What follows belongs to an exercise in optimizing a design on an open flow for small area; a production flow would make more cautious choices.
Only simulation tests tie the RTL to the original design; equivalence was not proved.
No activity file was given, so power comes from the tool's default toggle rates.

`flow/flow/run.sh`:
```
#!/bin/bash
# Own layout flow: the standard flow, with a synthesis script that maps
# the counter bit pairs by hand (cells.v) and the rest with an area-only abc
# script, smaller port buffers. Each tool's output goes to its own log here.
set -uo pipefail
F=$PWD/flow
export MY_ABC_SCRIPT=$F/abc.script
export MY_CELLS_V=$F/cells.v
bash standard.sh SYNTH_SCRIPT=$F/my_synth.tcl "SYNTH_BLACKBOXES=abacus_cpair abacus_la abacus_ctl abacus_sel abacus_wd abacus_rd_t abacus_rd_t0 abacus_rd_n abacus_rd_n0" \
  "BUFFER_PORTS_ARGS=-buffer_cell sky130_fd_sc_hd__buf_1" \
  "CTS_ARGS=-sink_clustering_enable -repair_clock_nets -dont_use_dummy_load -buf_list sky130_fd_sc_hd__clkbuf_8 -sink_clustering_size 16 -sink_clustering_max_diameter 60" \
  finish > flow_make.log 2>&1
st=$?
exit $st
```
`flow/design.v`:
```
package abacus_pkg;
  localparam int NUM_EVENTS = 7;
  localparam logic [4:0] REG_CTRL      = 5'd0;
  localparam logic [4:0] REG_STATUS    = 5'd1;
  localparam logic [4:0] REG_ID        = 5'd2;
  localparam logic [4:0] REG_CNT_FIRST = 5'd4;    
  localparam logic [4:0] REG_CNT_LAST  = 5'd17;   
  localparam int CTRL_EN_BIT  = 0;
  localparam int CTRL_CLR_BIT = 1;
  localparam int CTRL_FRZ_BIT = 2;
  typedef enum logic [2:0] {
    EV_INSN_ISSUED = 3'd0,
    EV_IC_REQ      = 3'd1,
    EV_IC_MISS     = 3'd2,
    EV_IC_FILL     = 3'd3,
    EV_DC_REQ      = 3'd4,
    EV_DC_HIT      = 3'd5,
    EV_DC_FILL     = 3'd6
  } event_e;
endpackage
module abacus_cpair (
  input  logic c_i,
  input  logic q_e,      
  input  logic n_o,      
  input  logic we_i,
  input  logic nwe_i,    
  input  logic nw_e,     
  input  logic w_o,      
  output logic d_e,      
  output logic dn_o,     
  output logic c_o
);
  logic nc_o, xs_e, s_o;
  assign nc_o = ~(c_i & q_e);
  assign xs_e = ~((q_e | c_i) & nc_o);           
  assign d_e  = ~((nwe_i | nw_e) & (we_i | xs_e));
  assign c_o  = ~(nc_o | n_o);
  assign s_o  = ~((n_o & nc_o) | c_o);           
  assign dn_o = ~((nwe_i | w_o) & (we_i | s_o));
endmodule
module abacus_la (
  input  logic        bump_i,
  input  logic        nbump_i,   
  input  logic [27:0] q_e,
  input  logic [27:0] n_o,
  output logic [7:1]  c_o
);
  logic [6:0] ones;
  for (genvar j = 0; j < 7; j++) begin : g_o
    assign ones[j] = (&q_e[4*j +: 4]) & ~(|n_o[4*j +: 4]);
  end
  for (genvar j = 1; j < 8; j++) begin : g_c
    if (j == 1 || j == 4) begin : g_t
      assign c_o[j] = bump_i & (&ones[j-1:0]);
    end else begin : g_n
      assign c_o[j] = ~(nbump_i | ~(&ones[j-1:0]));
    end
  end
endmodule
module abacus_counter #(
  parameter int W = 64
) (
  input  logic         clk,
  input  logic         rst,
  input  logic         bump_i,      
  input  logic         nbump_i,     
  input  logic [7:0]   we_i,        
  input  logic [7:0]   nwe_i,       
  input  logic [31:0]  w_i,         
  input  logic [31:0]  nw_i,        
  output logic [W-1:0] raw_o,       
  output logic         wrap_o
);
  localparam int G  = 8;
  localparam int NG = W / G;
  logic [W-1:0]  st_q, st_d;      
  logic [W/2:0]  cp;             
  logic [27:0] la_e, la_o;
  for (genvar i = 0; i < 28; i++) begin : g_la
    assign la_e[i] = st_q[2*i];
    assign la_o[i] = st_q[2*i+1];
  end
  logic [7:1] gc;
  abacus_la u_la (
    .bump_i  (bump_i),
    .nbump_i (nbump_i),
    .q_e     (la_e),
    .n_o     (la_o),
    .c_o     (gc)
  );
  assign cp[0] = bump_i;
  for (genvar j = 1; j < NG; j++) begin : g_gc
    assign cp[G/2*j] = gc[j];
  end
  assign wrap_o = cp[W/2];
  for (genvar p = 0; p < W/2; p++) begin : g_p
    logic c_nxt;
    abacus_cpair u_p (
      .c_i   (cp[p]),
      .q_e   (st_q[2*p]),
      .n_o   (st_q[2*p+1]),
      .we_i  (we_i[p/4]),
      .nwe_i (nwe_i[p/4]),
      .nw_e  (nw_i[(2*p) % 32]),
      .w_o   (w_i[(2*p+1) % 32]),
      .d_e   (st_d[2*p]),
      .dn_o  (st_d[2*p+1]),
      .c_o   (c_nxt)
    );
    if (p % (G/2) != G/2-1 || p == W/2-1) begin : g_c
      assign cp[p+1] = c_nxt;
    end
  end
  for (genvar i = 0; i < W; i++) begin : g_ff
    if (i % 2 == 0) begin : g_t
      always_ff @(posedge clk or posedge rst)
        if (rst) st_q[i] <= 1'b0;
        else     st_q[i] <= st_d[i];
    end else begin : g_n
      always_ff @(posedge clk or posedge rst)
        if (rst) st_q[i] <= 1'b1;
        else     st_q[i] <= st_d[i];
    end
  end
  assign raw_o = st_q;
endmodule
module abacus_ctl (
  input  logic       en_i,       
  input  logic       ev_i,
  input  logic       rqw_i,      
  input  logic       clrsel_i,   
  input  logic       clr_i,      
  input  logic       idx0_i,     
  input  logic       nidx0_i,    
  input  logic [3:0] lit_i,      
  input  logic [3:0] sel_i,      
  output logic       bump_o,
  output logic       nbump_o,
  output logic [7:0] we_o,       
  output logic [7:0] nwe_o
);
  logic ks, nwk, wl, wh, nwr;
  assign ks     = &lit_i;
  assign nwk    = ~(rqw_i & ks);
  assign wl     = ~(nwk | idx0_i);
  assign wh     = ~(nwk | nidx0_i);
  assign we_o   = {8{clr_i}} | {{4{wh}} & sel_i, {4{wl}} & sel_i};
  assign nwe_o  = ~we_o;
  assign nwr    = ~((ks | clrsel_i) & rqw_i);
  assign bump_o  = en_i & ev_i & nwr;
  assign nbump_o = ~(en_i & ev_i & nwr);
endmodule
module abacus_wd (
  input  logic [31:0] dw_i,     
  input  logic        nclr_i,   
  output logic [31:0] wd_o
);
  for (genvar i = 0; i < 32; i++) begin : g_w
    if (i % 2 == 0) begin : g_e
      assign wd_o[i] = ~(dw_i[i] & nclr_i);
    end else begin : g_o
      assign wd_o[i] = dw_i[i] & nclr_i;
    end
  end
endmodule
module abacus_rd_t (
  input  logic [6:0] lo_i,     
  input  logic [6:0] hi_i,     
  input  logic [6:0] ksl_i,    
  input  logic [6:0] ks_i,     
  input  logic       shi_i,    
  input  logic       ssh_i,    
  input  logic       hold_i,   
  input  logic       misc_i,
  input  logic       sh_i,
  input  logic       dat_i,
  output logic       dat_d,
  output logic       hi_o      
);
  assign hi_o   = |(ks_i & hi_i);
  assign dat_d  = (|(ksl_i & lo_i)) | (shi_i & hi_o) | (ssh_i & sh_i) | (hold_i & dat_i) | misc_i;
endmodule
module abacus_rd_n (
  input  logic [6:0] nlo_i,
  input  logic [6:0] nhi_i,
  input  logic [6:0] nksl_i,
  input  logic [6:0] nks_i,
  input  logic       shi_i,
  input  logic       ssh_i,
  input  logic       hold_i,
  input  logic       nmisc_i,
  input  logic       sh_i,
  input  logic       dat_i,
  output logic       dat_d,
  output logic       hi_o      
);
  assign hi_o   = |(~nks_i & ~nhi_i);
  assign dat_d  = (|(~nksl_i & ~nlo_i)) | (shi_i & hi_o) | (ssh_i & sh_i) | (hold_i & dat_i) | ~nmisc_i;
endmodule
module abacus_rd_t0 (
  input  logic [6:0] lo_i,
  input  logic [6:0] hi_i,
  input  logic [6:0] ksl_i,
  input  logic [6:0] ks_i,
  input  logic       shi_i,
  input  logic       ssh_i,
  input  logic       hold_i,
  input  logic       sh_i,
  input  logic       dat_i,
  output logic       dat_d,
  output logic       hi_o      
);
  assign hi_o   = |(ks_i & hi_i);
  assign dat_d  = (|(ksl_i & lo_i)) | (shi_i & hi_o) | (ssh_i & sh_i) | (hold_i & dat_i);
endmodule
module abacus_rd_n0 (
  input  logic [6:0] nlo_i,
  input  logic [6:0] nhi_i,
  input  logic [6:0] nksl_i,
  input  logic [6:0] nks_i,
  input  logic       shi_i,
  input  logic       ssh_i,
  input  logic       hold_i,
  input  logic       sh_i,
  input  logic       dat_i,
  output logic       dat_d,
  output logic       hi_o      
);
  assign hi_o   = |(~nks_i & ~nhi_i);
  assign dat_d  = (|(~nksl_i & ~nlo_i)) | (shi_i & hi_o) | (ssh_i & sh_i) | (hold_i & dat_i);
endmodule
module abacus_sel (
  input  logic [3:0] lit_i,    
  input  logic       rl_i,     
  input  logic       nrl_i,    
  output logic       ks_o,
  output logic       nks_o,
  output logic       ksl_o,
  output logic       nksl_o
);
  assign ks_o   = &lit_i;
  assign nks_o  = ~(&lit_i);
  assign ksl_o  = ~(~(&lit_i) | nrl_i);
  assign nksl_o = ~(&lit_i) | nrl_i;
endmodule
import abacus_pkg::*;
module abacus_wb_counters #(
  parameter int          COUNTER_W       = 64,
  parameter bit          ENABLE_AT_RESET = 1'b1,
  parameter logic [31:0] BLOCK_ID        = 32'hABAC0001
) (
  input  logic        clk,
  input  logic        rst,
  input  logic [29:0] wb_adr,
  input  logic [31:0] wb_dat_w,
  input  logic [3:0]  wb_sel,
  input  logic        wb_cyc,
  input  logic        wb_stb,
  input  logic        wb_we,
  output logic [31:0] wb_dat_r,
  output logic        wb_ack,
  output logic        wb_err,
  input  logic        abacus_instruction_issued,
  input  logic        abacus_icache_request,
  input  logic        abacus_icache_miss,
  input  logic        abacus_icache_line_fill_in_progress,
  input  logic        abacus_dcache_request,
  input  logic        abacus_dcache_hit,
  input  logic        abacus_dcache_line_fill_in_progress
);
  logic [NUM_EVENTS-1:0] ev;
  assign ev = {abacus_dcache_line_fill_in_progress, abacus_dcache_hit,
               abacus_dcache_request, abacus_icache_line_fill_in_progress,
               abacus_icache_miss, abacus_icache_request,
               abacus_instruction_issued};
  logic                  ack_q, err_q;
  logic [31:0]           dat_q;
  logic                  enable_q, freeze_q;
  logic [NUM_EVENTS-1:0] status_q;
  logic [2:0]            shadow_idx_q;    
  logic [31:0]           shadow_hi_q;
  logic [4:0] idx;
  logic       req, mapped, wr, rd, cnt_sel, cnt_hi;
  logic [6:0] ksel;             
  logic [6:0] nks, ksl, nksl;   
  logic       rl;               
  logic       ctrl_wr, status_wr, clr, cnt_en;
  assign idx     = wb_adr[4:0];
  assign req     = wb_cyc & wb_stb & ~(wb_ack | wb_err);
  assign cnt_sel = (idx >= REG_CNT_FIRST) & (idx <= REG_CNT_LAST);
  assign mapped  = (idx <= REG_ID) | cnt_sel;
  assign wr      = req & mapped & wb_we;
  assign rd      = req & mapped & ~wb_we;
  assign cnt_hi  = idx[0];
  assign rl      = req & ~cnt_hi;
  assign ctrl_wr   = wr & (idx == REG_CTRL) & wb_sel[0];
  assign status_wr = wr & (idx == REG_STATUS) & wb_sel[0];
  assign clr       = rqw & clrsel;
  assign cnt_en    = enable_q & ~freeze_q;
  logic rqw, clrsel;
  assign rqw    = req & wb_we;
  assign clrsel = (idx == REG_CTRL) & wb_sel[0] & wb_dat_w[CTRL_CLR_BIT];
  logic [31:0] wd;
  abacus_wd u_wd (
    .dw_i   (wb_dat_w),
    .nclr_i (~clr),
    .wd_o   (wd)
  );
  logic [COUNTER_W-1:0] cnt_raw [NUM_EVENTS];
  logic [NUM_EVENTS-1:0]                wrap;
  for (genvar k = 0; k < NUM_EVENTS; k++) begin : g_cnt
    logic [7:0] we_k, nwe_k;
    logic [3:0] lit_k;
    logic       bump_k, nbump_k;
    assign lit_k = ~(idx[4:1] ^ 4'(k + 2));
    abacus_sel u_sel (
      .lit_i  (lit_k),
      .rl_i   (rl),
      .nrl_i  (~rl),
      .ks_o   (ksel[k]),
      .nks_o  (nks[k]),
      .ksl_o  (ksl[k]),
      .nksl_o (nksl[k])
    );
    abacus_ctl u_ctl (
      .en_i     (cnt_en),
      .ev_i     (ev[k]),
      .rqw_i    (rqw),
      .clrsel_i (clrsel),
      .clr_i    (clr),
      .idx0_i   (idx[0]),
      .nidx0_i  (~idx[0]),
      .lit_i    (lit_k),
      .sel_i    (wb_sel),
      .bump_o   (bump_k),
      .nbump_o  (nbump_k),
      .we_o     (we_k),
      .nwe_o    (nwe_k)
    );
    abacus_counter #(.W(COUNTER_W)) u_cnt (
      .clk     (clk),
      .rst     (rst),
      .bump_i  (bump_k),
      .nbump_i (nbump_k),
      .we_i    (we_k),
      .nwe_i   (nwe_k),
      .w_i     (wd),       
      .nw_i    (wd),       
      .raw_o   (cnt_raw[k]),
      .wrap_o  (wrap[k])
    );
  end
  logic        shadow_hit;
  assign shadow_hit = (shadow_idx_q == idx[3:1]);
  logic        shi, ssh, hold, shadow_ld, s_id, s_ctrl, s_stat;
  assign shi       = req & cnt_sel & cnt_hi & ~shadow_hit;
  assign ssh       = req & cnt_sel & cnt_hi & shadow_hit;
  assign hold      = ~req;
  assign shadow_ld = rd & cnt_sel & ~cnt_hi;
  assign s_id      = req & (idx == REG_ID);
  assign s_ctrl    = req & (idx == REG_CTRL);
  assign s_stat    = req & (idx == REG_STATUS);
  logic [31:0] misc;
  for (genvar i = 0; i < 32; i++) begin : g_misc
    if (i == CTRL_EN_BIT)
      assign misc[i] = (s_id & BLOCK_ID[i]) | (s_stat & status_q[i]) | (s_ctrl & enable_q);
    else if (i == CTRL_FRZ_BIT)
      assign misc[i] = (s_id & BLOCK_ID[i]) | (s_stat & status_q[i]) | (s_ctrl & freeze_q);
    else if (i < NUM_EVENTS)
      assign misc[i] = (s_id & BLOCK_ID[i]) | (s_stat & status_q[i]);
    else
      assign misc[i] = s_id & BLOCK_ID[i];
  end
  logic [31:0] dat_d, hi_sel;
  for (genvar i = 0; i < 32; i++) begin : g_rd
    logic [6:0] lo_b, hi_b;
    for (genvar k = 0; k < NUM_EVENTS; k++) begin : g_k
      assign lo_b[k] = cnt_raw[k][i];
      assign hi_b[k] = cnt_raw[k][i+32];
    end
    localparam bit HAS_MISC = (i < NUM_EVENTS) || BLOCK_ID[i];
    if (i % 2 == 0 && HAS_MISC) begin : g_tm
      abacus_rd_t u_rd (
        .lo_i (lo_b), .hi_i (hi_b), .ksl_i (ksl), .ks_i (ksel),
        .shi_i (shi), .ssh_i (ssh), .hold_i (hold),
        .misc_i (misc[i]), .sh_i (shadow_hi_q[i]), .dat_i (dat_q[i]),
        .dat_d (dat_d[i]), .hi_o (hi_sel[i])
      );
    end else if (i % 2 == 0) begin : g_t
      abacus_rd_t0 u_rd (
        .lo_i (lo_b), .hi_i (hi_b), .ksl_i (ksl), .ks_i (ksel),
        .shi_i (shi), .ssh_i (ssh), .hold_i (hold),
        .sh_i (shadow_hi_q[i]), .dat_i (dat_q[i]),
        .dat_d (dat_d[i]), .hi_o (hi_sel[i])
      );
    end else if (HAS_MISC) begin : g_nm
      abacus_rd_n u_rd (
        .nlo_i (lo_b), .nhi_i (hi_b), .nksl_i (nksl), .nks_i (nks),
        .shi_i (shi), .ssh_i (ssh), .hold_i (hold),
        .nmisc_i (~misc[i]), .sh_i (shadow_hi_q[i]), .dat_i (dat_q[i]),
        .dat_d (dat_d[i]), .hi_o (hi_sel[i])
      );
    end else begin : g_n
      abacus_rd_n0 u_rd (
        .nlo_i (lo_b), .nhi_i (hi_b), .nksl_i (nksl), .nks_i (nks),
        .shi_i (shi), .ssh_i (ssh), .hold_i (hold),
        .sh_i (shadow_hi_q[i]), .dat_i (dat_q[i]),
        .dat_d (dat_d[i]), .hi_o (hi_sel[i])
      );
    end
  end
  always_ff @(posedge clk or posedge rst) begin
    if (rst) begin
      ack_q        <= 1'b0;
      err_q        <= 1'b0;
      dat_q        <= '0;
      enable_q     <= ENABLE_AT_RESET;
      freeze_q     <= 1'b0;
      status_q     <= '0;
      shadow_idx_q <= 3'd1;
      shadow_hi_q  <= '0;
    end else begin
      ack_q <= req & mapped;
      err_q <= req & ~mapped;
      dat_q <= dat_d;
      if (ctrl_wr) begin
        enable_q <= wb_dat_w[CTRL_EN_BIT];
        freeze_q <= wb_dat_w[CTRL_FRZ_BIT];
      end
      status_q <= (status_q & ~({NUM_EVENTS{status_wr}} & wb_dat_w[NUM_EVENTS-1:0])) | wrap;
      if (clr)            shadow_idx_q <= 3'd1;
      else if (shadow_ld) shadow_idx_q <= idx[3:1];
      if (shadow_ld) shadow_hi_q <= hi_sel;
    end
  end
  assign wb_ack   = ack_q;
  assign wb_err   = err_q;
  assign wb_dat_r = dat_q;
  logic unused_bits;
  assign unused_bits = ^wb_adr[29:5];
endmodule
```
`flow/flow/abc.script`:
```
&get -n
&st
&dch
&nf -a -R 1000
&put
```
`flow/config.mk`:
```
export PLATFORM = sky130hd
export DESIGN_NAME = abacus_wb_counters
export DESIGN_NICKNAME = abacus_wb_counters
export VERILOG_FILES = /design/flow/design.v
export SDC_FILE = /design/flow/constraint.sdc
export NUM_CORES = 4
export LEC_CHECK = 0
export ABC_AREA = 1
export CAP_MARGIN = 20
export CORE_MARGIN = 2
export CORE_UTILIZATION = 60
export GPL_TIMING_DRIVEN = 0
export PLACE_DENSITY = 0.75
export SETUP_SLACK_MARGIN = 0.15
export SLEW_MARGIN = 20
```
`flow/standard.sh`:
```
#!/bin/bash
# synth_recipe.tcl (not shown) runs the flow's synth.tcl, then flattens the netlist and writes it again
# the make line also repeats each setting of config.mk as NAME=value (left out here)
make -C /OpenROAD-flow-scripts/flow DESIGN_CONFIG=/design/flow/config.mk WORK_HOME=/design/flow/orfs CLKGATE_MAP_FILE= SYNTH_SCRIPT=/design/flow/synth_recipe.tcl "${@:-finish}"
```
`flow/constraint.sdc`:
```
create_clock -name core_clock -period 4.5 [get_ports {clk}]
set_input_delay 0.9000 -clock core_clock [delete_from_list [all_inputs] [get_ports {clk}]]
set_output_delay 0.9000 -clock core_clock [all_outputs]
set_load 0.01 [all_outputs]
```
`flow/flow/my_synth.tcl`:
```
# The standard flow's synthesis (synth_recipe.tcl), with two changes: abc runs an
# area-only mapping script, and the modules named in SYNTH_BLACKBOXES are
# replaced by the cell-level versions in cells.v before flattening.
proc synth {args} { yosys synth -nofsm -noshare {*}$args }
proc abc {args} {
  set i [lsearch -exact $args -script]
  if { $i >= 0 } { lset args [expr { $i + 1 }] $::env(MY_ABC_SCRIPT) }
  yosys abc {*}$args
}
source $::env(SCRIPTS_DIR)/synth.tcl
foreach m $::env(SYNTH_BLACKBOXES) { delete $m }
read_verilog $::env(MY_CELLS_V)
hierarchy -check -top $::env(DESIGN_NAME)
tee -o $::env(REPORTS_DIR)/synth_stat_cells.txt stat {*}$lib_args
# left out here: clear keep_hierarchy, flatten, clean up, hide names made inside functions
tee -o $::env(REPORTS_DIR)/synth_stat_flat.txt stat {*}$lib_args
# left out here: write 1_2_yosys.v
```
`flow/flow/cells.v`:
```
// Cell-level implementation of abacus_cpair (see rtl/abacus_counter.sv),
// swapped in by my_synth.tcl for the blackboxed RTL module.
module abacus_cpair (c_i, q_e, n_o, we_i, nwe_i, nw_e, w_o, d_e, dn_o, c_o);
  input c_i, q_e, n_o, we_i, nwe_i, nw_e, w_o;
  output d_e, dn_o, c_o;
  wire nc_o, xs_e, s_o;
  sky130_fd_sc_hd__nand2_1 u_nc (.A(c_i), .B(q_e), .Y(nc_o));
  sky130_fd_sc_hd__o21ai_1 u_xs (.A1(q_e), .A2(c_i), .B1(nc_o), .Y(xs_e));
  sky130_fd_sc_hd__o22ai_1 u_de (.A1(nwe_i), .A2(nw_e), .B1(we_i), .B2(xs_e), .Y(d_e));
  sky130_fd_sc_hd__nor2_1  u_co (.A(nc_o), .B(n_o), .Y(c_o));
  sky130_fd_sc_hd__a21oi_1 u_so (.A1(n_o), .A2(nc_o), .B1(c_o), .Y(s_o));
  sky130_fd_sc_hd__o22ai_1 u_do (.A1(nwe_i), .A2(w_o), .B1(we_i), .B2(s_o), .Y(dn_o));
endmodule

// Cell-level implementation of abacus_la.
module abacus_la (bump_i, nbump_i, q_e, n_o, c_o);
  input bump_i, nbump_i;
  input [27:0] q_e, n_o;
  output [7:1] c_o;
  wire [6:0] ne, no, ones;
  wire np2, np3, p4, np5, np6, np7;
  genvar j;
  generate for (j = 0; j < 7; j = j + 1) begin : g_o
    sky130_fd_sc_hd__nand4_1 u_ne (.A(q_e[4*j]), .B(q_e[4*j+1]), .C(q_e[4*j+2]), .D(q_e[4*j+3]), .Y(ne[j]));
    sky130_fd_sc_hd__or4_1   u_no (.A(n_o[4*j]), .B(n_o[4*j+1]), .C(n_o[4*j+2]), .D(n_o[4*j+3]), .X(no[j]));
    sky130_fd_sc_hd__nor2_1  u_on (.A(ne[j]), .B(no[j]), .Y(ones[j]));
  end endgenerate
  sky130_fd_sc_hd__nand2_1 u_np2 (.A(ones[0]), .B(ones[1]), .Y(np2));
  sky130_fd_sc_hd__nand3_1 u_np3 (.A(ones[0]), .B(ones[1]), .C(ones[2]), .Y(np3));
  sky130_fd_sc_hd__and4_1  u_p4  (.A(ones[0]), .B(ones[1]), .C(ones[2]), .D(ones[3]), .X(p4));
  sky130_fd_sc_hd__nand2_1 u_np5 (.A(p4), .B(ones[4]), .Y(np5));
  sky130_fd_sc_hd__nand3_1 u_np6 (.A(p4), .B(ones[4]), .C(ones[5]), .Y(np6));
  sky130_fd_sc_hd__nand4_1 u_np7 (.A(p4), .B(ones[4]), .C(ones[5]), .D(ones[6]), .Y(np7));
  sky130_fd_sc_hd__and2_1  u_c1  (.A(bump_i), .B(ones[0]), .X(c_o[1]));
  sky130_fd_sc_hd__nor2_1  u_c2  (.A(nbump_i), .B(np2), .Y(c_o[2]));
  sky130_fd_sc_hd__nor2_1  u_c3  (.A(nbump_i), .B(np3), .Y(c_o[3]));
  sky130_fd_sc_hd__and2_1  u_c4  (.A(bump_i), .B(p4), .X(c_o[4]));
  sky130_fd_sc_hd__nor2_1  u_c5  (.A(nbump_i), .B(np5), .Y(c_o[5]));
  sky130_fd_sc_hd__nor2_1  u_c6  (.A(nbump_i), .B(np6), .Y(c_o[6]));
  sky130_fd_sc_hd__nor2_1  u_c7  (.A(nbump_i), .B(np7), .Y(c_o[7]));
endmodule

// Cell-level implementation of abacus_ctl.
module abacus_ctl (en_i, ev_i, rqw_i, clrsel_i, clr_i, idx0_i, nidx0_i, lit_i, sel_i, bump_o, nbump_o, we_o, nwe_o);
  input en_i, ev_i, rqw_i, clrsel_i, clr_i, idx0_i, nidx0_i;
  input [3:0] lit_i, sel_i;
  output bump_o, nbump_o;
  output [7:0] we_o, nwe_o;
  wire ks, nwk, wl, wh, nwr;
  sky130_fd_sc_hd__and4_1  u_ks  (.A(lit_i[0]), .B(lit_i[1]), .C(lit_i[2]), .D(lit_i[3]), .X(ks));
  sky130_fd_sc_hd__nand2_1 u_nwk (.A(rqw_i), .B(ks), .Y(nwk));
  sky130_fd_sc_hd__nor2_2  u_wl  (.A(nwk), .B(idx0_i), .Y(wl));
  sky130_fd_sc_hd__nor2_2  u_wh  (.A(nwk), .B(nidx0_i), .Y(wh));
  sky130_fd_sc_hd__a21o_2  u_we0 (.A1(wl), .A2(sel_i[0]), .B1(clr_i), .X(we_o[0]));
  sky130_fd_sc_hd__a21o_2  u_we1 (.A1(wl), .A2(sel_i[1]), .B1(clr_i), .X(we_o[1]));
  sky130_fd_sc_hd__a21o_2  u_we2 (.A1(wl), .A2(sel_i[2]), .B1(clr_i), .X(we_o[2]));
  sky130_fd_sc_hd__a21o_2  u_we3 (.A1(wl), .A2(sel_i[3]), .B1(clr_i), .X(we_o[3]));
  sky130_fd_sc_hd__a21o_2  u_we4 (.A1(wh), .A2(sel_i[0]), .B1(clr_i), .X(we_o[4]));
  sky130_fd_sc_hd__a21o_2  u_we5 (.A1(wh), .A2(sel_i[1]), .B1(clr_i), .X(we_o[5]));
  sky130_fd_sc_hd__a21o_2  u_we6 (.A1(wh), .A2(sel_i[2]), .B1(clr_i), .X(we_o[6]));
  sky130_fd_sc_hd__a21o_2  u_we7 (.A1(wh), .A2(sel_i[3]), .B1(clr_i), .X(we_o[7]));
  sky130_fd_sc_hd__inv_2   u_nw0 (.A(we_o[0]), .Y(nwe_o[0]));
  sky130_fd_sc_hd__inv_2   u_nw1 (.A(we_o[1]), .Y(nwe_o[1]));
  sky130_fd_sc_hd__inv_2   u_nw2 (.A(we_o[2]), .Y(nwe_o[2]));
  sky130_fd_sc_hd__inv_2   u_nw3 (.A(we_o[3]), .Y(nwe_o[3]));
  sky130_fd_sc_hd__inv_2   u_nw4 (.A(we_o[4]), .Y(nwe_o[4]));
  sky130_fd_sc_hd__inv_2   u_nw5 (.A(we_o[5]), .Y(nwe_o[5]));
  sky130_fd_sc_hd__inv_2   u_nw6 (.A(we_o[6]), .Y(nwe_o[6]));
  sky130_fd_sc_hd__inv_2   u_nw7 (.A(we_o[7]), .Y(nwe_o[7]));
  sky130_fd_sc_hd__o21ai_1 u_nwr (.A1(ks), .A2(clrsel_i), .B1(rqw_i), .Y(nwr));
  sky130_fd_sc_hd__and3_2  u_bp  (.A(en_i), .B(ev_i), .C(nwr), .X(bump_o));
  sky130_fd_sc_hd__inv_2   u_nbp (.A(bump_o), .Y(nbump_o));
endmodule

// Cell-level implementations of the read-path slices (rtl/abacus_wb_counters.sv).
module abacus_rd_t (lo_i, hi_i, ksl_i, ks_i, shi_i, ssh_i, hold_i, misc_i, sh_i, dat_i, dat_d, hi_o);
  input [6:0] lo_i, hi_i, ksl_i, ks_i;
  input shi_i, ssh_i, hold_i, misc_i, sh_i, dat_i;
  output dat_d, hi_o;
  wire na, nb, nc, nd, ha, hb, hc;
  sky130_fd_sc_hd__a222oi_1 u_ha (.A1(ks_i[0]), .A2(hi_i[0]), .B1(ks_i[1]), .B2(hi_i[1]), .C1(ks_i[2]), .C2(hi_i[2]), .Y(ha));
  sky130_fd_sc_hd__a222oi_1 u_hb (.A1(ks_i[3]), .A2(hi_i[3]), .B1(ks_i[4]), .B2(hi_i[4]), .C1(ks_i[5]), .C2(hi_i[5]), .Y(hb));
  sky130_fd_sc_hd__nand2_1  u_hc (.A(ks_i[6]), .B(hi_i[6]), .Y(hc));
  sky130_fd_sc_hd__nand3_1  u_hs (.A(ha), .B(hb), .C(hc), .Y(hi_o));
  sky130_fd_sc_hd__a222oi_1 u_na (.A1(ksl_i[0]), .A2(lo_i[0]), .B1(ksl_i[1]), .B2(lo_i[1]), .C1(ksl_i[2]), .C2(lo_i[2]), .Y(na));
  sky130_fd_sc_hd__a222oi_1 u_nb (.A1(ksl_i[3]), .A2(lo_i[3]), .B1(ksl_i[4]), .B2(lo_i[4]), .C1(ksl_i[5]), .C2(lo_i[5]), .Y(nb));
  sky130_fd_sc_hd__a222oi_1 u_nc (.A1(ksl_i[6]), .A2(lo_i[6]), .B1(shi_i), .B2(hi_o), .C1(ssh_i), .C2(sh_i), .Y(nc));
  sky130_fd_sc_hd__a21oi_1  u_nd (.A1(hold_i), .A2(dat_i), .B1(misc_i), .Y(nd));
  sky130_fd_sc_hd__nand4_1  u_dd (.A(na), .B(nb), .C(nc), .D(nd), .Y(dat_d));
endmodule

module abacus_rd_t0 (lo_i, hi_i, ksl_i, ks_i, shi_i, ssh_i, hold_i, sh_i, dat_i, dat_d, hi_o);
  input [6:0] lo_i, hi_i, ksl_i, ks_i;
  input shi_i, ssh_i, hold_i, sh_i, dat_i;
  output dat_d, hi_o;
  wire na, nb, nc, nd, ha, hb, hc;
  sky130_fd_sc_hd__a222oi_1 u_ha (.A1(ks_i[0]), .A2(hi_i[0]), .B1(ks_i[1]), .B2(hi_i[1]), .C1(ks_i[2]), .C2(hi_i[2]), .Y(ha));
  sky130_fd_sc_hd__a222oi_1 u_hb (.A1(ks_i[3]), .A2(hi_i[3]), .B1(ks_i[4]), .B2(hi_i[4]), .C1(ks_i[5]), .C2(hi_i[5]), .Y(hb));
  sky130_fd_sc_hd__nand2_1  u_hc (.A(ks_i[6]), .B(hi_i[6]), .Y(hc));
  sky130_fd_sc_hd__nand3_1  u_hs (.A(ha), .B(hb), .C(hc), .Y(hi_o));
  sky130_fd_sc_hd__a222oi_1 u_na (.A1(ksl_i[0]), .A2(lo_i[0]), .B1(ksl_i[1]), .B2(lo_i[1]), .C1(ksl_i[2]), .C2(lo_i[2]), .Y(na));
  sky130_fd_sc_hd__a222oi_1 u_nb (.A1(ksl_i[3]), .A2(lo_i[3]), .B1(ksl_i[4]), .B2(lo_i[4]), .C1(ksl_i[5]), .C2(lo_i[5]), .Y(nb));
  sky130_fd_sc_hd__a222oi_1 u_nc (.A1(ksl_i[6]), .A2(lo_i[6]), .B1(shi_i), .B2(hi_o), .C1(ssh_i), .C2(sh_i), .Y(nc));
  sky130_fd_sc_hd__nand2_1  u_nd (.A(hold_i), .B(dat_i), .Y(nd));
  sky130_fd_sc_hd__nand4_1  u_dd (.A(na), .B(nb), .C(nc), .D(nd), .Y(dat_d));
endmodule

module abacus_rd_n (nlo_i, nhi_i, nksl_i, nks_i, shi_i, ssh_i, hold_i, nmisc_i, sh_i, dat_i, dat_d, hi_o);
  input [6:0] nlo_i, nhi_i, nksl_i, nks_i;
  input shi_i, ssh_i, hold_i, nmisc_i, sh_i, dat_i;
  output dat_d, hi_o;
  wire p01, p23, p45, p6, h01, h23, h45, h6, r, q;
  sky130_fd_sc_hd__o22ai_1 u_h01 (.A1(nks_i[0]), .A2(nhi_i[0]), .B1(nks_i[1]), .B2(nhi_i[1]), .Y(h01));
  sky130_fd_sc_hd__o22ai_1 u_h23 (.A1(nks_i[2]), .A2(nhi_i[2]), .B1(nks_i[3]), .B2(nhi_i[3]), .Y(h23));
  sky130_fd_sc_hd__o22ai_1 u_h45 (.A1(nks_i[4]), .A2(nhi_i[4]), .B1(nks_i[5]), .B2(nhi_i[5]), .Y(h45));
  sky130_fd_sc_hd__nor2_1  u_h6  (.A(nks_i[6]), .B(nhi_i[6]), .Y(h6));
  sky130_fd_sc_hd__or4_1   u_hs  (.A(h01), .B(h23), .C(h45), .D(h6), .X(hi_o));
  sky130_fd_sc_hd__o22ai_1 u_p01 (.A1(nksl_i[0]), .A2(nlo_i[0]), .B1(nksl_i[1]), .B2(nlo_i[1]), .Y(p01));
  sky130_fd_sc_hd__o22ai_1 u_p23 (.A1(nksl_i[2]), .A2(nlo_i[2]), .B1(nksl_i[3]), .B2(nlo_i[3]), .Y(p23));
  sky130_fd_sc_hd__o22ai_1 u_p45 (.A1(nksl_i[4]), .A2(nlo_i[4]), .B1(nksl_i[5]), .B2(nlo_i[5]), .Y(p45));
  sky130_fd_sc_hd__nor2_1  u_p6  (.A(nksl_i[6]), .B(nlo_i[6]), .Y(p6));
  sky130_fd_sc_hd__nor4_1  u_r   (.A(p01), .B(p23), .C(p45), .D(p6), .Y(r));
  sky130_fd_sc_hd__a222oi_1 u_q  (.A1(shi_i), .A2(hi_o), .B1(ssh_i), .B2(sh_i), .C1(hold_i), .C2(dat_i), .Y(q));
  sky130_fd_sc_hd__nand3_1 u_dd  (.A(r), .B(q), .C(nmisc_i), .Y(dat_d));
endmodule

module abacus_rd_n0 (nlo_i, nhi_i, nksl_i, nks_i, shi_i, ssh_i, hold_i, sh_i, dat_i, dat_d, hi_o);
  input [6:0] nlo_i, nhi_i, nksl_i, nks_i;
  input shi_i, ssh_i, hold_i, sh_i, dat_i;
  output dat_d, hi_o;
  wire p01, p23, p45, p6, h01, h23, h45, h6, r, q;
  sky130_fd_sc_hd__o22ai_1 u_h01 (.A1(nks_i[0]), .A2(nhi_i[0]), .B1(nks_i[1]), .B2(nhi_i[1]), .Y(h01));
  sky130_fd_sc_hd__o22ai_1 u_h23 (.A1(nks_i[2]), .A2(nhi_i[2]), .B1(nks_i[3]), .B2(nhi_i[3]), .Y(h23));
  sky130_fd_sc_hd__o22ai_1 u_h45 (.A1(nks_i[4]), .A2(nhi_i[4]), .B1(nks_i[5]), .B2(nhi_i[5]), .Y(h45));
  sky130_fd_sc_hd__nor2_1  u_h6  (.A(nks_i[6]), .B(nhi_i[6]), .Y(h6));
  sky130_fd_sc_hd__or4_1   u_hs  (.A(h01), .B(h23), .C(h45), .D(h6), .X(hi_o));
  sky130_fd_sc_hd__o22ai_1 u_p01 (.A1(nksl_i[0]), .A2(nlo_i[0]), .B1(nksl_i[1]), .B2(nlo_i[1]), .Y(p01));
  sky130_fd_sc_hd__o22ai_1 u_p23 (.A1(nksl_i[2]), .A2(nlo_i[2]), .B1(nksl_i[3]), .B2(nlo_i[3]), .Y(p23));
  sky130_fd_sc_hd__o22ai_1 u_p45 (.A1(nksl_i[4]), .A2(nlo_i[4]), .B1(nksl_i[5]), .B2(nlo_i[5]), .Y(p45));
  sky130_fd_sc_hd__nor2_1  u_p6  (.A(nksl_i[6]), .B(nlo_i[6]), .Y(p6));
  sky130_fd_sc_hd__nor4_1  u_r   (.A(p01), .B(p23), .C(p45), .D(p6), .Y(r));
  sky130_fd_sc_hd__a222oi_1 u_q  (.A1(shi_i), .A2(hi_o), .B1(ssh_i), .B2(sh_i), .C1(hold_i), .C2(dat_i), .Y(q));
  sky130_fd_sc_hd__nand2_1 u_dd  (.A(r), .B(q), .Y(dat_d));
endmodule

// Cell-level implementation of abacus_sel (outputs drive 16 slices each).
module abacus_sel (lit_i, rl_i, nrl_i, ks_o, nks_o, ksl_o, nksl_o);
  input [3:0] lit_i;
  input rl_i, nrl_i;
  output ks_o, nks_o, ksl_o, nksl_o;
  wire n1;
  sky130_fd_sc_hd__and4_4  u_ks  (.A(lit_i[0]), .B(lit_i[1]), .C(lit_i[2]), .D(lit_i[3]), .X(ks_o));
  sky130_fd_sc_hd__inv_4   u_nks (.A(ks_o), .Y(nks_o));
  sky130_fd_sc_hd__nand4_1 u_n1  (.A(lit_i[0]), .B(lit_i[1]), .C(lit_i[2]), .D(lit_i[3]), .Y(n1));
  sky130_fd_sc_hd__nor2_2  u_ksl (.A(n1), .B(nrl_i), .Y(ksl_o));
  sky130_fd_sc_hd__or2_4   u_nksl (.A(n1), .B(nrl_i), .X(nksl_o));
endmodule

// Cell-level implementation of abacus_wd (each output feeds 14 counter bits).
module abacus_wd (dw_i, nclr_i, wd_o);
  input [31:0] dw_i;
  input nclr_i;
  output [31:0] wd_o;
  genvar i;
  generate for (i = 0; i < 32; i = i + 2) begin : g_w
    sky130_fd_sc_hd__nand2_2 u_e (.A(dw_i[i]), .B(nclr_i), .Y(wd_o[i]));
    sky130_fd_sc_hd__and2_4  u_o (.A(dw_i[i+1]), .B(nclr_i), .X(wd_o[i+1]));
  end endgenerate
endmodule
```
==> results of run 1 <==
-- worst max-delay path, cell delays in order, from the launching register on --
cell and delay, ns:
dfstp_2 0.39, or4_1 0.51, nor2_1 0.62, and4_1 0.46, nand4_1 0.13, nor2_1 0.28, nand2_1 0.14, nor2_1 0.22
nand2_1 0.13, nor2_1 0.23, nand2_1 0.15, nor2_1 0.21, nand2_1 0.12, nor2_1 0.26, a21oi_1 0.07, o22ai_1 0.12
-- placed cells by master, fill, tap and decap left out, types with 14 or more instances in the layout --
cell / n
mux2_1: 34
a21oi_1: 233
buf_1: 82
nor2_2: 26
inv_2: 63
a222oi_1: 96
and2_1: 14
nand2_1: 293
o21ai_1: 231
a21o_2: 56
and4_1: 16
clkbuf_8: 45
o22ai_1: 544
nand3_1: 45
nor4_1: 17
nor2_1: 338
and2_4: 16
nand2_2: 17
or4_1: 65
nand4_1: 80
dfrtp_1: 300
dfstp_2: 226
-- worst paths after layout --
check / start / to / slack (ns)
worst min-delay path: shadow_idx_q[0]$_DFFE_PP1P_ / shadow_idx_q[0]$_DFFE_PP1P_ / 0.48
min in group asynchronous: rst / dat_q[4]$_DFF_PP0_ / 0.55
worst max-delay path: g_cnt[2].u_cnt.st_q[1]$_DFF_PP1_ / g_cnt[2].u_cnt.st_q[63]$_DFF_PP1_ / 0.39
worst max register to register: g_cnt[2].u_cnt.st_q[1]$_DFF_PP1_ / g_cnt[2].u_cnt.st_q[63]$_DFF_PP1_ / 0.39
worst min register to register: shadow_idx_q[0]$_DFFE_PP1P_ / shadow_idx_q[0]$_DFFE_PP1P_ / 0.48
max in group asynchronous: rst / g_cnt[5].u_cnt.st_q[22]$_DFF_PP0_ / 2.33
-- sequential cells by signal, indices dropped and copies added, names as in the netlist --
| name | cells |
|---|---|
| status_q | 7 |
| ack_q | 1 |
| freeze_q | 1 |
| err_q | 1 |
| shadow_hi_q | 32 |
| shadow_idx_q | 3 |
| dat_q | 32 |
| enable_q | 1 |
| g_cnt.u_cnt.st_q | 448 |
-- what timing repair did --
action,CTS,global route
hold buffers,0,0
gates resized for setup,4,10
setup buffers,0,3
endpoints found under the setup margin,6,54
-- routing by layer --
layer | vias to the layer above | global-route usage | part of all wire
met4 | 2 | 0.313 | 0.082
met1 | 12362 | 0.565 | 0.36
met2 | 1752 | 0.622 | 0.42
li1 | 11222 | - | -
met3 | 431 | 0.128 | 0.13
met5 | - | 0 | 0.00016
-- through the flow --
step | area, um^2 | hold WS (ns)
after floorplan | 26000 | 0.442
after global placement | 27100 | 0.450
after detailed placement | 27400 | 0.469
after CTS | 28000 | 0.457
after global routing | 28000 | 0.497
final | 28100 | 0.475
-- power breakdown --
part | switching (mW) | internal (mW)
clock | 1.58 | 0.894
sequential | 0.413 | 5.25
combinational | 0.665 | 0.414
total | 2.66 | 6.55
-- final cells by class --
type                       count  area, um^2
fill                        3546       14800
sequential                   526       13400
multi-input combinational   2167       12300
tap                          585         732
clock buffer                  45         619
timing repair buffer         101         596
inverter                      80         358
antenna                        6        15.0
==> results.sh, run 1 <==
export IMPL_grt_overflow_total=0
export IMPL_grt_max_degree=200
export IMPL_fp_dieW_um=212
export IMPL_grt_total_usage=0.435
export IMPL_rsz0062_at_grt="false"
export IMPL_wl_per_cell_um=27.9
export IMPL_routed_wl_mm=97.9
export IMPL_dr_pass1_iters=10
export IMPL_cp_arrival_ns=4.71
export IMPL_grt_pass1_wl_mm=144
export IMPL_antenna_left=0
export IMPL_syn_inst=2773
export IMPL_grt_pass1_vias=23772
export IMPL_pre_cts_slack_ns=-0.651
export IMPL_drt_iter0_markers=3960
export IMPL_drc=0
export IMPL_io_buffers=86
export IMPL_fmaxAchievable_mhz=243
export IMPL_stdcell_count=3510
export IMPL_hold_viol_final=0
export IMPL_area_growth_pct=7.90
export IMPL_hp_class="reg -> reg"
export IMPL_cts_tree="yes"
export IMPL_nets=2999
export IMPL_drv_cap=0
export IMPL_dp_hpwl_mm=66.3
export IMPL_syn_nets=2851
export IMPL_finalPower_mw=9.22
export IMPL_worstSetupPathType="reg -> reg"
export IMPL_antenna_found_initial=5
export IMPL_setup_violations=0
export IMPL_slew_viol_final=0
export IMPL_insertion_delay_ns=0.68
export IMPL_power_density_nw_per_um2=328
export IMPL_ctsLongestPathBuffers=3
export IMPL_routed_via_count=25769
export IMPL_rr_worst_depth=15
export IMPL_fp_dieH_um=212
export IMPL_core_area_um2=42900
export IMPL_cts_htree_levels=2
export IMPL_slew_headroom=0.133
export IMPL_start_kind="flop"
export IMPL_period_share=0.913
export IMPL_hold_path_cell_count=2
export IMPL_drive_gt1_frac=0.174
export IMPL_finalWorstSetupSlack_ns=0.391
export IMPL_num_rows=76
export IMPL_min_period_ns=4.11
export IMPL_yosysWarnings=12
export IMPL_clkSinkCount=526
export IMPL_path_clk_slew_ns=0.10
export IMPL_status="timing/DRC/antenna clean"
export IMPL_place_congestion=0.997
export IMPL_ir_drop_mv=0.273
export IMPL_crit_required_ns=5.10
export IMPL_critPathCaptureType="flop"
export IMPL_p_leak_nw=11.3
export IMPL_clockRootBuffer="clkbuf_8"
export IMPL_setup_tns_ns=0
export IMPL_crit_fanout=4
export IMPL_start_util=0.606
export IMPL_routed_via_density=7.34
export IMPL_ios=112
export IMPL_final_core_util=0.654
export IMPL_syn_cell_area_um2=26000
export IMPL_skew_ns=0.0596
export IMPL_avgSynthCellArea_um2=9.38
export IMPL_cts_buffers=45
export IMPL_die_area_um2=45000
export IMPL_dpl_cell_count=3455
export IMPL_worst_pin_slew_ns=1.30
==> run 2: changes to the inputs <==
--- a/flow/config.mk
+++ b/flow/config.mk
@@ -10,5 +10,5 @@
 export CORE_MARGIN = 2
-export CORE_UTILIZATION = 60
+export CORE_UTILIZATION = 70
 export GPL_TIMING_DRIVEN = 0
-export PLACE_DENSITY = 0.75
+export PLACE_DENSITY = 0.85
 export SETUP_SLACK_MARGIN = 0.15
==> results.sh, run 2 <==
export IMPL_layout_common_cells="o22ai_1, nor2_1, dfrtp_1, nand2_1, a21oi_1"
export IMPL_slew_viol_final=0
export IMPL_period_share=0.959
export IMPL_cts_tree="yes"
export IMPL_avgSynthCellArea_um2=9.38
export IMPL_nets=2989
export IMPL_grt_max_degree=212
export IMPL_insertion_delay_ns=0.68
export IMPL_fp_dieW_um=197
export IMPL_final_core_util=0.759
export IMPL_rr_startpoint="g_cnt[6].u_cnt.st_q[1]$_DFF_PP1_"
export IMPL_start_kind="flop"
export IMPL_area_growth_pct=6.80
export IMPL_register_area_um2=13400
export IMPL_worstSetupPathType="reg -> reg"
export IMPL_antenna_found_initial=2
export IMPL_clockRootBuffer="clkbuf_8"
export IMPL_min_period_ns=4.31
export IMPL_stdcell_count=3378
export IMPL_path_cells="or4_1 > nor2_1 > and4_1 > nand4_1 > nor2_1 > nand2_1 > nor2_1 > nand2_1 > nor2_1 > nand2_1 > nor2_1 > nand2_1 > nor2_1 > a21oi_1 > o22ai_1"
export IMPL_cts_buffers=41
export IMPL_num_rows=70
export IMPL_fill_cells=2619
export IMPL_layout_commonest_cell="o22ai_1"
export IMPL_multiInputGateArea_um2=12300
export IMPL_cts_htree_levels=2
export IMPL_busiest_layer="met2"
export IMPL_rsz0062_at_grt="false"
export IMPL_critPathCaptureType="flop"
export IMPL_worst_pin_slew_ns=1.25
export IMPL_grtUsageMet3=0.155
export IMPL_ctsLongestPathBuffers=3
export IMPL_fp_dieH_um=197
export IMPL_hold_viol_final=0
export IMPL_ir_drop_mv=0.280
export IMPL_cpMostUsedCell="nor2_1"
export IMPL_use_met1=0.640
export IMPL_stdcell_area_um2=27800
export IMPL_p_leak_nw=11.2
export IMPL_grt_overflow_total=0
export IMPL_reg_top3="g_cnt.u_cnt.st_q x448, dat_q x32, shadow_hi_q x32"
export IMPL_status="timing/DRC/antenna clean"
export IMPL_antenna_left=0
export IMPL_syn_inst=2773
export IMPL_placedInstanceArea_um2=27200
export IMPL_power_density_nw_per_um2=328
export IMPL_routed_via_count=26056
export IMPL_wl_per_cell_um=28.3
export IMPL_crit_required_ns=5.08
export IMPL_cpPeakStageDelay_ns=0.64
export IMPL_start_util=0.710
export IMPL_hold_buffers=0
export IMPL_syn_nets=2851
export IMPL_slew_headroom=0.163
export IMPL_critPathBufInv=0
export IMPL_largest_register_ffs=448
export IMPL_cpLargestDelayFamily="simple AND/OR/NAND/NOR gates"
export IMPL_routed_wl_mm=95.5
export IMPL_drt_iter0_markers=4490
export IMPL_grt_pass1_vias=24203
export IMPL_hp_class="reg -> reg"
export IMPL_max_flop_register="g_cnt.u_cnt.st_q"
export IMPL_crit_fanout=4
export IMPL_crit_slowest_cell="nor2_1"
export IMPL_yosysWarnings=12
export IMPL_critPathLaunch="g_cnt[6].u_cnt.st_q[1]$_DFF_PP1_"
export IMPL_core_area_um2=36600
export IMPL_skew_ns=0.0550
export IMPL_place_congestion=1.03
export IMPL_fmaxAchievable_mhz=232
export IMPL_drv_cap=0
export IMPL_path_clk_slew_ns=0.10
export IMPL_drc=0
export IMPL_dpl_cell_count=3336
export IMPL_grt_use_met2=0.684
export IMPL_cp_arrival_ns=4.89
export IMPL_die_area_um2=38700
export IMPL_grt_total_usage=0.488
export IMPL_grt_pass1_wl_mm=140
export IMPL_routed_via_density=7.71
export IMPL_dr_pass1_iters=15
export IMPL_io_buffers=86
export IMPL_setup_violations=0
export IMPL_min_delay_start="shadow_idx_q[0]$_DFFE_PP1P_"
export IMPL_dp_hpwl_mm=64.6
export IMPL_ios=112
export IMPL_syn_cell_area_um2=26000
export IMPL_clkSinkCount=526
export IMPL_drive_gt1_frac=0.170
[run 2: changes by cell type in the layout (fill, tap and decap cells not counted), sizes merged]
cell,before,now
clkbuf,48,44
buf,98,92
diode,6,1
[run 2: layer usage]
| metal | part of all wire | vias to the layer above |
|---|---|---|
| met5 | 0.0029 | - |
| met4 | 0.083 | 13 |
| met3 | 0.16 | 501 |
| met2 | 0.41 | 2032 |
| met1 | 0.34 | 12320 |
| li1 | - | 11190 |
[run 2: power by group]
group / leakage (nW) / internal (mW) / switching (mW)
clock: 0.295 / 0.820 / 1.54
combinational: 4.51 / 0.410 / 0.668
sequential: 6.43 / 5.24 / 0.415
[run 2: cell type report]
class                      instances  share of cell area
antenna                            1           0.0000901
tap                              468              0.0211
sequential                       526               0.484
inverter                          80              0.0129
multi-input combinational       2167               0.442
timing repair buffer              95              0.0190
clock buffer                      41              0.0203
[run 2: tightest hold or removal path: cells and delay by family, from the launching register on]
family / cells / cell delay (ns)
flip-flops: 1 / 0.38
AND/OR/NAND/NOR: 2 / 0.09
[run 2: final timing paths]
kind | endpoint | slack (ns) | cells after the start
hold / removal | shadow_idx_q[0]$_DFFE_PP1P_ | 0.48 | 2
max in group asynchronous | g_cnt[4].u_cnt.st_q[50]$_DFF_PP0_ | 1.86 | 5
min in group asynchronous | shadow_hi_q[7]$_DFFE_PP0P_ | 0.62 | 3
setup reg to reg | g_cnt[6].u_cnt.st_q[63]$_DFF_PP1_ | 0.19 | 15
hold reg to reg | shadow_idx_q[0]$_DFFE_PP1P_ | 0.48 | 2
setup / recovery | g_cnt[6].u_cnt.st_q[63]$_DFF_PP1_ | 0.19 | 15
[run 2: what timing repair did]
action | 4_1_cts | 5_1_grt
pin swaps | 0 | 0
setup endpoints to repair | 5 | 37
hold endpoints to repair | 0 | 0
buffers inserted | 0 | 0
gates cloned | 0 | 0
resized for setup | 4 | 6
[run 2: per-stage QoR]
stage | total power [mW] | TNS (ns) | worst slack [ns] | hold slack (ns)
6_report | 9.09 | 0 | 0.185 | 0.477
5_1_grt | 9.37 | 0 | 0.170 | 0.507
4_1_cts | 9.03 | 0 | 0.229 | 0.477
3_5_place_dp | 6.75 | -83.08 | -0.607 | 0.464
3_3_place_gp | 6.67 | -1171.68 | -1.96 | 0.453
2_1_floorplan | 6.30 | 0 | 0.493 | 0.442
==> run 3: changes to the inputs <==
--- a/flow/config.mk
+++ b/flow/config.mk
@@ -11,5 +11,3 @@
 export CORE_UTILIZATION = 70
-export GPL_TIMING_DRIVEN = 0
 export PLACE_DENSITY = 0.85
-export SETUP_SLACK_MARGIN = 0.15
 export SLEW_MARGIN = 20
==> results.sh, run 3 <==
export IMPL_insertion_delay_ns=0.68
export IMPL_stdcell_count=3407
export IMPL_grt_overflow_total=0
export IMPL_drv_cap=0
export IMPL_status="timing/DRC/antenna clean"
export IMPL_setup_tns_ns=0
export IMPL_postCtsResizedCells=0
export IMPL_routed_wl_mm=96.5
export IMPL_power_density_nw_per_um2=329
export IMPL_drt_iter0_markers=4733
export IMPL_setup_violations=0
export IMPL_routed_via_density=7.80
export IMPL_grt_pass1_vias=24032
export IMPL_period_share=0.923
export IMPL_clkSinkCount=526
export IMPL_rr_startpoint="g_cnt[5].u_cnt.st_q[1]$_DFF_PP1_"
export IMPL_routed_via_count=26568
export IMPL_stdcell_area_um2=27900
export IMPL_die_area_um2=38700
export IMPL_syn_nets=2851
export IMPL_crit_required_ns=5.10
export IMPL_antenna_found_initial=5
export IMPL_min_period_ns=4.16
export IMPL_worstSetupPathType="reg -> reg"
export IMPL_fill_cells=2617
export IMPL_fp_dieW_um=197
export IMPL_finalWorstSetupSlack_ns=0.344
export IMPL_critPathLaunch="g_cnt[5].u_cnt.st_q[1]$_DFF_PP1_"
export IMPL_ir_drop_mv=0.303
export IMPL_num_rows=70
export IMPL_start_util=0.710
export IMPL_yosysWarnings=12
export IMPL_wl_per_cell_um=28.3
export IMPL_cts_buffers=43
export IMPL_largest_register_ffs=448
export IMPL_clockRootBuffer="clkbuf_8"
export IMPL_antenna_left=0
export IMPL_hold_buffers=0
export IMPL_register_area_um2=13400
export IMPL_core_area_um2=36600
export IMPL_dp_hpwl_mm=66.0
export IMPL_area_growth_pct=7.14
export IMPL_cts_setup_buffers=0
export IMPL_max_flop_register="g_cnt.u_cnt.st_q"
export IMPL_ios=112
export IMPL_layout_common_cells="o22ai_1, nor2_1, dfrtp_1, nand2_1, a21oi_1"
export IMPL_cp_arrival_ns=4.76
export IMPL_cts_htree_levels=2
export IMPL_dr_pass1_iters=10
export IMPL_syn_cell_area_um2=26000
export IMPL_path_clk_slew_ns=0.10
export IMPL_layout_commonest_cell="o22ai_1"
export IMPL_reg_top3="g_cnt.u_cnt.st_q x448, dat_q x32, shadow_hi_q x32"
export IMPL_pre_cts_slack_ns=0.326
export IMPL_drive_gt1_frac=0.174
export IMPL_fp_dieH_um=197
export IMPL_slew_headroom=0.149
export IMPL_fmaxAchievable_mhz=241
export IMPL_multiInputGateArea_um2=12300
export IMPL_slew_viol_final=0
export IMPL_place_congestion=1.09
export IMPL_syn_inst=2773
export IMPL_worst_pin_slew_ns=1.28
export IMPL_io_buffers=86
export IMPL_dpl_cell_count=3362
export IMPL_crit_fanout=4
export IMPL_nets=3018
export IMPL_hold_viol_final=0
export IMPL_avgSynthCellArea_um2=9.38
export IMPL_hp_class="in -> async"
export IMPL_rsz0062_at_grt="false"
export IMPL_cts_tree="yes"
export IMPL_critPathCaptureType="flop"
export IMPL_start_kind="flop"
export IMPL_finalPower_mw=9.17
export IMPL_ctsLongestPathBuffers=3
export IMPL_placedInstanceArea_um2=27300
export IMPL_grt_max_degree=188
export IMPL_drc=0
export IMPL_grt_pass1_wl_mm=142
export IMPL_p_leak_nw=11.3
export IMPL_skew_ns=0.0712
export IMPL_grt_total_usage=0.494
==> run 3: cell type report <==
cell class                      count  share of cell area
Antenna cell                        1           0.0000898
Clock buffer                       43              0.0212
Inverter                           80              0.0124
Multi-Input combinational cell   2167               0.440
Sequential cell                   526               0.483
Tap cell                          468              0.0210
Timing Repair Buffer              122              0.0225
==> run 3: worst paths after layout <==
kind,slack [ns],cells after the start,to
min in group core_clock,0.47,2,shadow_idx_q[0]$_DFFE_PP1P_
max in group asynchronous,2.99,3,g_cnt[3].u_cnt.st_q[44]$_DFF_PP0_
min reg2reg,0.47,2,shadow_idx_q[0]$_DFFE_PP1P_
max reg2reg,0.34,15,g_cnt[5].u_cnt.st_q[63]$_DFF_PP1_
max,0.34,15,g_cnt[5].u_cnt.st_q[63]$_DFF_PP1_
min,0.42,2,dat_q[6]$_DFF_PP0_
==> run 3: worst max-delay path: stages, from the launching register on <==
cell and delay (ns):
dfstp_2 0.40, or4_1 0.53, nor2_1 0.50, and4_1 0.52, nand4_1 0.13, nor2_1 0.32, nand2_1 0.15, nor2_1 0.23
nand2_1 0.12, nor2_1 0.19, nand2_1 0.11, nor2_1 0.19, nand2_1 0.11, nor2_1 0.36, a21oi_1 0.10, o22ai_1 0.14
==> run 3: per-layer routing <==
layer / global-route usage / up-vias / part of all wire
met3: 0.169 / 517 / 0.17
met2: 0.692 / 2285 / 0.41
met4: 0.360 / 6 / 0.087
met5: 0.0115 / - / 0.00089
li1: - / 11286 / -
met1: 0.641 / 12474 / 0.34
==> run 3: power by group <==
group	total [mW]	switching, mW	internal (mW)
sequential	5.67	0.423	5.24
clock	2.42	1.56	0.856
combinational	1.08	0.669	0.412
==> run 3: metrics by stage <==
stage / hold slack [ns] / utilization
after floorplan: 0.442 / -
after global placement: 0.452 / 0.745
after CTS: 0.456 / 0.761
after global routing: 0.490 / 0.761
final: 0.416 / 0.761
after detailed placement: 0.462 / 0.745
==> run 4: changes to the inputs <==
--- a/flow/config.mk
+++ b/flow/config.mk
@@ -10,4 +10,6 @@
 export CORE_MARGIN = 2
-export CORE_UTILIZATION = 70
-export PLACE_DENSITY = 0.85
+export CORE_UTILIZATION = 80
+export GPL_TIMING_DRIVEN = 0
+export PLACE_DENSITY = 0.9
+export SETUP_SLACK_MARGIN = 0.15
 export SLEW_MARGIN = 20
==> results.sh, run 4 <==
export IMPL_status="timing/DRC/antenna clean"
export IMPL_worstSetupPathType="reg -> reg"
export IMPL_cts_tree="yes"
export IMPL_avgSynthCellArea_um2=9.38
export IMPL_crit_required_ns=5.03
export IMPL_fmaxAchievable_mhz=234
export IMPL_wl_met1_mm=30.5
export IMPL_hold_viol_final=0
export IMPL_dp_hpwl_mm=64.5
export IMPL_wl_met2_mm=39.0
export IMPL_pwr_share_comb=0.122
export IMPL_wl_per_cell_um=29.5
export IMPL_io_buffers=86
export IMPL_clockPowerShare=0.257
export IMPL_clockRootBuffer="clkbuf_8"
export IMPL_routed_via_count=27426
export IMPL_drt_iter0_markers=5633
export IMPL_power_density_nw_per_um2=329
export IMPL_max_flop_register="g_cnt.u_cnt.st_q"
export IMPL_routed_via_density=8.16
export IMPL_syn_inst=2773
export IMPL_cpMostUsedCell="nor2_1"
export IMPL_start_util=0.805
export IMPL_area_growth_pct=6.88
export IMPL_crit_slowest_cell="nor2_1"
export IMPL_reg_top3="g_cnt.u_cnt.st_q x448, dat_q x32, shadow_hi_q x32"
export IMPL_min_period_ns=4.27
export IMPL_cpPeakStageDelay_ns=0.58
export IMPL_antenna_left=0
export IMPL_slew_viol_final=0
export IMPL_grt_pass1_wl_mm=145
export IMPL_syn_nets=2851
export IMPL_period_share=0.948
export IMPL_grt_total_usage=0.578
export IMPL_stdcell_area_um2=27800
export IMPL_nets=2996
export IMPL_path_clk_slew_ns=0.11
export IMPL_num_rows=66
export IMPL_crit_fanout=4
export IMPL_layout_common_cells="o22ai_1, nor2_1, dfrtp_1, nand2_1, a21oi_1"
export IMPL_routed_wl_mm=98.9
export IMPL_hold_buffers=0
export IMPL_syn_cell_area_um2=26000
export IMPL_yosysWarnings=12
export IMPL_cts_htree_levels=2
export IMPL_ios=112
export IMPL_worst_pin_slew_ns=1.31
export IMPL_grt_pass1_vias=25641
export IMPL_drv_cap=0
export IMPL_p_sw_frac=0.291
export IMPL_critPathBufInv=0
export IMPL_drive_gt1_frac=0.173
export IMPL_antenna_found_initial=3
export IMPL_fp_dieW_um=184
export IMPL_ctsLongestPathBuffers=3
export IMPL_cts_buffers=41
export IMPL_fp_dieH_um=184
export IMPL_setup_tns_ns=0
export IMPL_rsz0062_at_grt="false"
export IMPL_setup_violations=0
export IMPL_ir_drop_mv=0.348
export IMPL_pwr_share_seq=0.621
export IMPL_cp_arrival_ns=4.80
export IMPL_insertion_delay_ns=0.67
export IMPL_clkSinkCount=526
export IMPL_place_congestion=1.05
export IMPL_grt_max_degree=164
export IMPL_hold_worst_slack_ns=0.319
export IMPL_grt_overflow_total=0
export IMPL_p_switching_mw=2.65
export IMPL_start_kind="flop"
export IMPL_drc=0
export IMPL_cpLargestDelayFamily="simple AND/OR/NAND/NOR gates"
export IMPL_path_cells="or4_1 > nor2_1 > and4_1 > nand4_1 > nor2_1 > nand2_1 > nor2_1 > nand2_1 > nor2_1 > nand2_1 > nor2_1 > nand2_1 > nor2_2 > a21oi_1 > o22ai_1"
export IMPL_hp_class="in -> async"
export IMPL_highest_layer="met5"
export IMPL_power_internal_mw=6.48
export IMPL_largest_register_ffs=448
export IMPL_p_leak_nw=11.3
export IMPL_final_core_util=0.861
export IMPL_core_area_um2=32300
export IMPL_finalWorstSetupSlack_ns=0.234
export IMPL_skew_ns=0.0574
export IMPL_dr_pass1_iters=14
export IMPL_placedInstanceArea_um2=27100
export IMPL_wl_met3_mm=19.4
export IMPL_critPathCaptureType="flop"
export IMPL_slew_headroom=0.124
export IMPL_die_area_um2=34000
export IMPL_layout_commonest_cell="o22ai_1"
export IMPL_pre_cts_slack_ns=-0.740
[run 4: cell types whose count changed in the layout (fill, tap and decap cells not counted), moves of 4 or more]
cell / before / now
buf_16: 0 / 5
nor2_2: 22 / 27
buf_4: 32 / 7
buf_1: 86 / 82
nor2_1: 343 / 336
clkinv_1: 9 / 3
[run 4: repair_timing]
action | CTS | global route
endpoints found under the setup margin | 17 | 28
gates cloned | 0 | 0
pin swaps | 0 | 0
resized for setup | 5 | 11
buffers inserted | 0 | 6
[run 4: path summary, 6_finish.rpt]
path | to | depth (start not counted) | startpoint | slack [ns]
max reg2reg | g_cnt[5].u_cnt.st_q[63]$_DFF_PP1_ | 15 | g_cnt[5].u_cnt.st_q[3]$_DFF_PP1_ | 0.23
min in group core_clock | status_q[6]$_DFF_PP0_ | 1 | status_q[6]$_DFF_PP0_ | 0.49
min | g_cnt[5].u_cnt.st_q[38]$_DFF_PP0_ | 2 | rst | 0.32
min reg2reg | status_q[6]$_DFF_PP0_ | 1 | status_q[6]$_DFF_PP0_ | 0.49
max in group asynchronous | g_cnt[2].u_cnt.st_q[22]$_DFF_PP0_ | 4 | rst | 2.57
max | g_cnt[5].u_cnt.st_q[63]$_DFF_PP1_ | 15 | g_cnt[5].u_cnt.st_q[3]$_DFF_PP1_ | 0.23
[run 4: power by group through the flow]
| stage | logic (mW) | registers (mW) | clock network (mW) |
|---|---|---|---|
| global route | 1.17 | 5.71 | 2.48 |
| detailed placement | 1.04 | 5.72 | 0 |
| CTS | 1.05 | 5.64 | 2.30 |
| floorplan | 0.696 | 5.61 | 0 |
| global placement | 0.956 | 5.69 | 0 |
| finish | 1.11 | 5.67 | 2.35 |
[run 4: cell type report]
| type | count | area (um^2) |
|---|---|---|
| inverter | 80 | 360 |
| tap | 442 | 553 |
| sequential | 526 | 13400 |
| antenna | 1 | 2.50 |
| fill | 1740 | 4500 |
| timing repair buffer | 102 | 572 |
| multi-input combinational | 2167 | 12300 |
| clock buffer | 41 | 564 |
[run 4: worst register-to-register path: cells and delay by family, from the launching register on]
kind	cells	cell delay, ns
AOI/OAI and AO/OA	2	0.24
DFF	1	0.40
and+or+nand+nor	13	3.50
[run 4: per-layer routing]
layer / global-route usage / vias up
met5: 0.0148 / -
met4: 0.466 / 6
met3: 0.280 / 822
met2: 0.776 / 2774
met1: 0.705 / 12600
li1: - / 11224
[run 4: per-stage QoR]
stage | cells | total power [mW]
after floorplan | 2773 | 6.30
after global placement | 3301 | 6.64
after detailed placement | 3311 | 6.76
after CTS | 3352 | 8.99
after global routing | 3358 | 9.36
final | 3359 | 9.13

[what the ideal ports hide]
The results above use ideal ports. As a check the final layouts listed here were re-extracted and re-timed, cells and wires unchanged. Step 1, drivers: a clkbuf_16 drives clk and a buf_2 each remaining input, both assumed. Step 2 times the ports against the registers' clock, not the clock port: input delays grow and output delays shrink by t, the midpoint of the rising clock arrivals with the driver on. a / b / c = ideal / step 1 / step 2; a / b = the first two.
run	t, ns	setup slack, ns	cell pins on the clock port's net
run 1	0.706	0.391 / 0.369 / -0.337	1
run 2	0.704	0.185 / 0.185 / -0.419	1
run 3	0.701	0.344 / 0.344 / 0.100	1
run 4	0.697	0.234 / 0.234 / -0.401	1
With both steps, setup timing fails in run 1, run 2 and run 4, where it was met with ideal ports. The setup slack of run 1, which loses most, moves by -0.022 ns with the drivers and by -0.728 ns with both steps.
